What follows belongs to an exercise in optimizing a design on an open flow for small area, a short achievable clock period and few clock cycles; a production flow would make more cautious choices.
RTL that was checked went through simulation tests only; none was proved equivalent to the original.
Power and IR drop assume default switching activity.

==> run H: inputs <==
## pipeCpu
module pipeCpu (
  input  logic               clock,
  input  logic               rstN,
  output logic [32-1:0] imemAddr,
  input  logic [31:0]        imemData,
  output logic [32-1:0] dmemAddr,
  output logic [32-1:0] dmemWdata,
  output logic [3:0]         dmemBe,
  output logic               dmemWe,
  input  logic [32-1:0] dmemRdata
);
Settings: LEC_CHECK=0, CAP_MARGIN=20, CORE_MARGIN=2, CORE_UTILIZATION=40, SETUP_SLACK_MARGIN=5, SLEW_MARGIN=20; clock period 9.0 ns.
run.sh (not shown) runs the stock make flow with config.mk's settings and CLKGATE_MAP_FILE= SYNTH_SCRIPT=/design/flow/synth_recipe.tcl, a recipe that flattens the netlist after the stock synthesis.
==> run Z: changes against run H <==
--- a/flow/design.v
+++ b/flow/design.v
@@ -175,40 +175,38 @@
       readDataB = writeData;
   end
 endmodule
 `timescale 1ns/100ps
 module memAlign (
-  input  logic [2:0]          loadF3,
-  input  logic [1:0]          loadAddrLow,
+  input  logic [2:0]          funct3,
+  input  logic [1:0]          addrLow,
+  input  logic [32-1:0]  storeData,
   input  logic [32-1:0]  memRdata,
   output logic [32-1:0]  loadData,
-  input  logic [2:0]          storeF3,
-  input  logic [1:0]          storeAddrLow,
-  input  logic [32-1:0]  storeData,
   output logic [32-1:0]  laneData,
   output logic [3:0]          byteEnables
 );
   logic [32-1:0] rdataShift;
   logic signBit;
-  assign rdataShift = memRdata >> {loadAddrLow, 3'b000};  
+  assign rdataShift = memRdata >> {addrLow, 3'b000};  
   always_comb
   begin
-    signBit = !loadF3[2] && (loadF3[0] ? rdataShift[15] : rdataShift[7]);
+    signBit = !funct3[2] && (funct3[0] ? rdataShift[15] : rdataShift[7]);
     loadData[7:0] = rdataShift[7:0];
-    loadData[15:8] = (loadF3[1:0] == 2'b00) ? {8{signBit}} : rdataShift[15:8];
-    loadData[31:16] = loadF3[1] ? rdataShift[31:16] : {16{signBit}};
+    loadData[15:8] = (funct3[1:0] == 2'b00) ? {8{signBit}} : rdataShift[15:8];
+    loadData[31:16] = funct3[1] ? rdataShift[31:16] : {16{signBit}};
   end
   always_comb
   begin
     laneData[7:0] = storeData[7:0];
-    laneData[15:8] = (storeF3[1:0] == 2'b00) ? storeData[7:0] : storeData[15:8];
-    laneData[23:16] = storeF3[1] ? storeData[23:16] : storeData[7:0];
-    laneData[31:24] = storeF3[1] ? storeData[31:24] :
-                      storeF3[0] ? storeData[15:8] : storeData[7:0];
-    case (storeF3[1:0])
-      2'b00:   byteEnables = 4'b0001 << storeAddrLow;
-      2'b01:   byteEnables = storeAddrLow[1] ? 4'b1100 : 4'b0011;
+    laneData[15:8] = (funct3[1:0] == 2'b00) ? storeData[7:0] : storeData[15:8];
+    laneData[23:16] = funct3[1] ? storeData[23:16] : storeData[7:0];
+    laneData[31:24] = funct3[1] ? storeData[31:24] :
+                      funct3[0] ? storeData[15:8] : storeData[7:0];
+    case (funct3[1:0])
+      2'b00:   byteEnables = 4'b0001 << addrLow;
+      2'b01:   byteEnables = addrLow[1] ? 4'b1100 : 4'b0011;
       default: byteEnables = 4'b1111;
     endcase
   end
 endmodule
 `timescale 1ns/100ps
@@ -222,172 +220,102 @@
   output logic [3:0]         dmemBe,
   output logic               dmemWe,
   input  logic [32-1:0] dmemRdata
 );
   logic [9:0]         pc;         
+  logic [9:0]         exTarget;   
   logic [32-1:0] exA;
   logic [32-1:0] exB;        
-  logic [32-1:0] exS;        
+  logic [32-1:0] exStore;    
   logic [5-1:0] exRd;
   logic [2:0]         exF3;
-  logic [9:0]         exAltPc;    
-  logic exFwdA, exFwdB, exFwdS;   
   logic exWrite;                  
   logic exLoad;
   logic exStoreOp;
   logic exBranch;
-  logic exPred;                   
   logic exAdd, exSub, exSll, exSlt, exSltu, exXor, exSr, exOr, exAnd, exArith;
-  logic [32-1:0] memRes;     
-  logic [32-1:0] memLanes;
-  logic [3:0]         memBe;
-  logic [5-1:0] memRd;
-  logic [2:0]         memF3;
-  logic memWrite;
-  logic memLoad;
-  logic memStore;
-  logic [32-1:0] loadData;
-  logic [32-1:0] wbData;
-  logic [32-1:0] laneData;
-  logic [3:0] byteEnables;
-  logic [32-1:0] a;
-  logic [32-1:0] b;
-  logic [32-1:0] s;
   logic [32-1:0] sum;
   logic [32-1:0] aluResult;
+  logic [32-1:0] loadData;
+  logic [32-1:0] exResult;
   logic eq, lt, ltu;
   logic taken;
-  logic mispredict;
-  assign a = exFwdA ? memRes : exA;
-  assign b = exFwdB ? memRes : exB;
-  assign s = exFwdS ? memRes : exS;
   alu exAlu (
-    .a(a), .b(b),
+    .a(exA), .b(exB),
     .selAdd(exAdd), .selSub(exSub), .selSll(exSll), .selSlt(exSlt), .selSltu(exSltu),
     .selXor(exXor), .selSr(exSr), .selOr(exOr), .selAnd(exAnd), .arith(exArith),
     .sum(sum), .result(aluResult), .eq(eq), .lt(lt), .ltu(ltu)
   );
-  assign taken = (exF3[2] ? (exF3[1] ? ltu : lt) : eq) ^ exF3[0];
-  assign mispredict = exBranch && (taken != exPred);
+  assign taken = exBranch && ((exF3[2] ? (exF3[1] ? ltu : lt) : eq) ^ exF3[0]);
   memAlign align (
-    .loadF3(memF3), .loadAddrLow(memRes[1:0]), .memRdata(dmemRdata), .loadData(loadData),
-    .storeF3(exF3), .storeAddrLow(sum[1:0]), .storeData(s),
-    .laneData(laneData), .byteEnables(byteEnables)
+    .funct3(exF3), .addrLow(sum[1:0]),
+    .storeData(exStore), .memRdata(dmemRdata),
+    .loadData(loadData), .laneData(dmemWdata), .byteEnables(dmemBe)
   );
-  assign dmemAddr = {memRes[32-1:2], 2'b00};
-  assign dmemWdata = memLanes;
-  assign dmemBe = memBe;
-  assign dmemWe = memStore;
-  assign wbData = memLoad ? loadData : memRes;
-  always_ff @(posedge clock)
-  begin
-    if (!rstN)
-    begin
-      memWrite <= 1'b0;
-      memStore <= 1'b0;
-    end
-    else
-    begin
-      memWrite <= exWrite;
-      memStore <= exStoreOp;
-    end
-  end
-  always_ff @(posedge clock)
-  begin
-    memRes <= (exLoad || exStoreOp) ? sum : aluResult;
-    memLanes <= laneData;
-    memBe <= byteEnables;
-    memRd <= exRd;
-    memF3 <= exF3;
-    memLoad <= exLoad;
-  end
+  assign dmemAddr = {sum[32-1:2], 2'b00};
+  assign dmemWe = exStoreOp;
+  assign exResult = exLoad ? loadData : aluResult;
+  logic [9:0] fetchPc;
   logic [31:0] instr;
   logic [32-1:0] rs1Data;
   logic [32-1:0] rs2Data;
   logic isR, isImm, isLoad, isStore, isBranch, isJal;
-  logic usesRs2;
-  logic [5-1:0] rs1, rs2, rd;
   logic [32-1:0] imm;
   logic [9:0] offset;
   logic [9:0] jumpPc;
-  logic [9:0] seqPc;
-  logic predTaken;
-  logic trivial;
-  logic loadUse;
-  logic issue;               
   logic [2:0] f3;
-  assign imemAddr = {{(32-12){1'b0}}, pc, 2'b00};
+  assign fetchPc = taken ? exTarget : pc;
+  assign imemAddr = {{(32-12){1'b0}}, fetchPc, 2'b00};
   assign instr = imemData;
   assign f3 = instr[14:12];
-  assign rs1 = instr[19:15];
-  assign rs2 = instr[24:20];
-  assign rd = instr[11:7];
   assign isLoad   = instr[6:4] == 3'b000;
   assign isImm    = instr[6:4] == 3'b001;
   assign isStore  = instr[6:4] == 3'b010;
   assign isR      = instr[6:4] == 3'b011;
   assign isBranch = instr[6:4] == 3'b110 && !instr[2];
   assign isJal    = instr[6:4] == 3'b110 && instr[2];
-  assign usesRs2  = isR || isBranch || isStore;
   assign imm = {{(32-11){instr[31]}}, instr[30:25],
                 isStore ? instr[11:7] : instr[24:20]};
   assign offset = isJal ? {instr[20], instr[30:22]} : {instr[7], instr[30:25], instr[11:9]};
-  assign jumpPc = pc + offset;
-  assign seqPc = pc + 10'd1;
-  assign predTaken = isBranch && instr[31];    
-  assign trivial = !instr[31] && !instr[7] && instr[30:25] == '0 && instr[11:8] == 4'b0010;
-  assign loadUse = exLoad && exWrite &&
-                   (exRd == rs1 && !isJal || exRd == rs2 && usesRs2);
-  assign issue = !loadUse && !mispredict;
+  assign jumpPc = fetchPc + offset;
   regFile regs (
     .clock(clock),
-    .readAddrA(rs1), .readAddrB(rs2),
-    .writeEn(memWrite), .writeAddr(memRd), .writeData(wbData),
+    .readAddrA(instr[19:15]), .readAddrB(instr[24:20]),
+    .writeEn(exWrite), .writeAddr(exRd), .writeData(exResult),
     .readDataA(rs1Data), .readDataB(rs2Data)
   );
   always_ff @(posedge clock)
   begin
     if (!rstN)
       pc <= '0;
-    else if (mispredict)
-      pc <= exAltPc;
-    else if (loadUse)
-      pc <= pc;
-    else if (isJal || predTaken)
-      pc <= jumpPc;
     else
-      pc <= seqPc;
+      pc <= isJal ? jumpPc : fetchPc + 10'd1;
   end
   always_ff @(posedge clock)
   begin
     if (!rstN)
     begin
       exWrite <= 1'b0;
       exStoreOp <= 1'b0;
       exBranch <= 1'b0;
-      exLoad <= 1'b0;
     end
     else
     begin
-      exWrite <= issue && (isR || isImm || isLoad) && rd != '0;
-      exStoreOp <= issue && isStore;
-      exBranch <= issue && isBranch && !trivial;
-      exLoad <= issue && isLoad;
+      exWrite <= (isR || isImm || isLoad) && instr[11:7] != '0;
+      exStoreOp <= isStore;
+      exBranch <= isBranch;
     end
   end
   always_ff @(posedge clock)
   begin
+    exTarget <= jumpPc;
     exA <= rs1Data;
     exB <= (isR || isBranch) ? rs2Data : imm;
-    exS <= rs2Data;
-    exRd <= rd;
+    exStore <= rs2Data;
+    exRd <= instr[11:7];
     exF3 <= f3;
-    exPred <= predTaken;
-    exAltPc <= predTaken ? seqPc : jumpPc;
-    exFwdA <= exWrite && exRd == rs1;
-    exFwdB <= exWrite && exRd == rs2 && (isR || isBranch);
-    exFwdS <= exWrite && exRd == rs2 && isStore;
+    exLoad <= isLoad;
     exAdd <= isImm && f3 == 3'b000 || isR && f3 == 3'b000 && !instr[30];
     exSub <= isR && f3 == 3'b000 && instr[30];
     exSll <= (isR || isImm) && f3 == 3'b001;
     exSlt <= (isR || isImm) && f3 == 3'b010;
     exSltu <= (isR || isImm) && f3 == 3'b011;
Settings changed: SETUP_SLACK_MARGIN 5 to not set.
==> comparison <==
Against run H, the power of run Z is lower by 9.6%. In run H the routed wire length is higher than in run Z, by about 3%. Run H passed the timing, design-rule and antenna checks. Run Z finished with timing, DRC and antenna clean. Between run Z and run H, the lower final cell count is in run Z (gap 3.9%, measured against run H). Between run H and run Z, the lower combinational power is in run Z (gap 8.2%, measured against run Z). In run H the register-to-register slack is higher than in run Z, by 3.4 ns. In run Z the clock skew is lower than in run H, by 0.016 ns. Between run Z and run H, the lower hold slack is in run H (gap 0.23 ns). Critical path depth: run H is higher than run Z (3).
Testbench counts of run Z, summed over its fixed seeds: cycles 39,137.
Function not checked in run H: the RTL went through the layout flow alone.

afterwards: timing with drivers on the ports:
How much do the figures lean on ideal ports? The routed layouts below were timed once more, with nothing changed but the port constraints.
Step 1 sets driving cells, clkbuf_16 on the clock port and buf_2 on the other inputs (assumed; they add their load-dependent delay and slew).
Step 2, shift: input delay + t, output delay - t, t = (earliest + latest rising clock arrival at the registers) / 2. This alone moves slack from input paths to output paths.
Three values: ideal, step 1, step 2; two values: the first two.
run	t, ns	slack for setup (ns)	worst hold slack (ns)	worst data-port slew with drivers (ns)	cell pins on the clock port's net
run H	0.872	4.339 / 4.339 / 3.810	0.399 / 0.399 / 0.399	0.07	1
run Z	0.826	0.350 / 0.270 / 0.960	0.624 / 0.624 / 0.624	0.25	1
After both steps every run listed still meets setup and hold. The setup slack of run H, which loses most, moves by 0.000 ns with the drivers and by -0.529 ns with both steps.
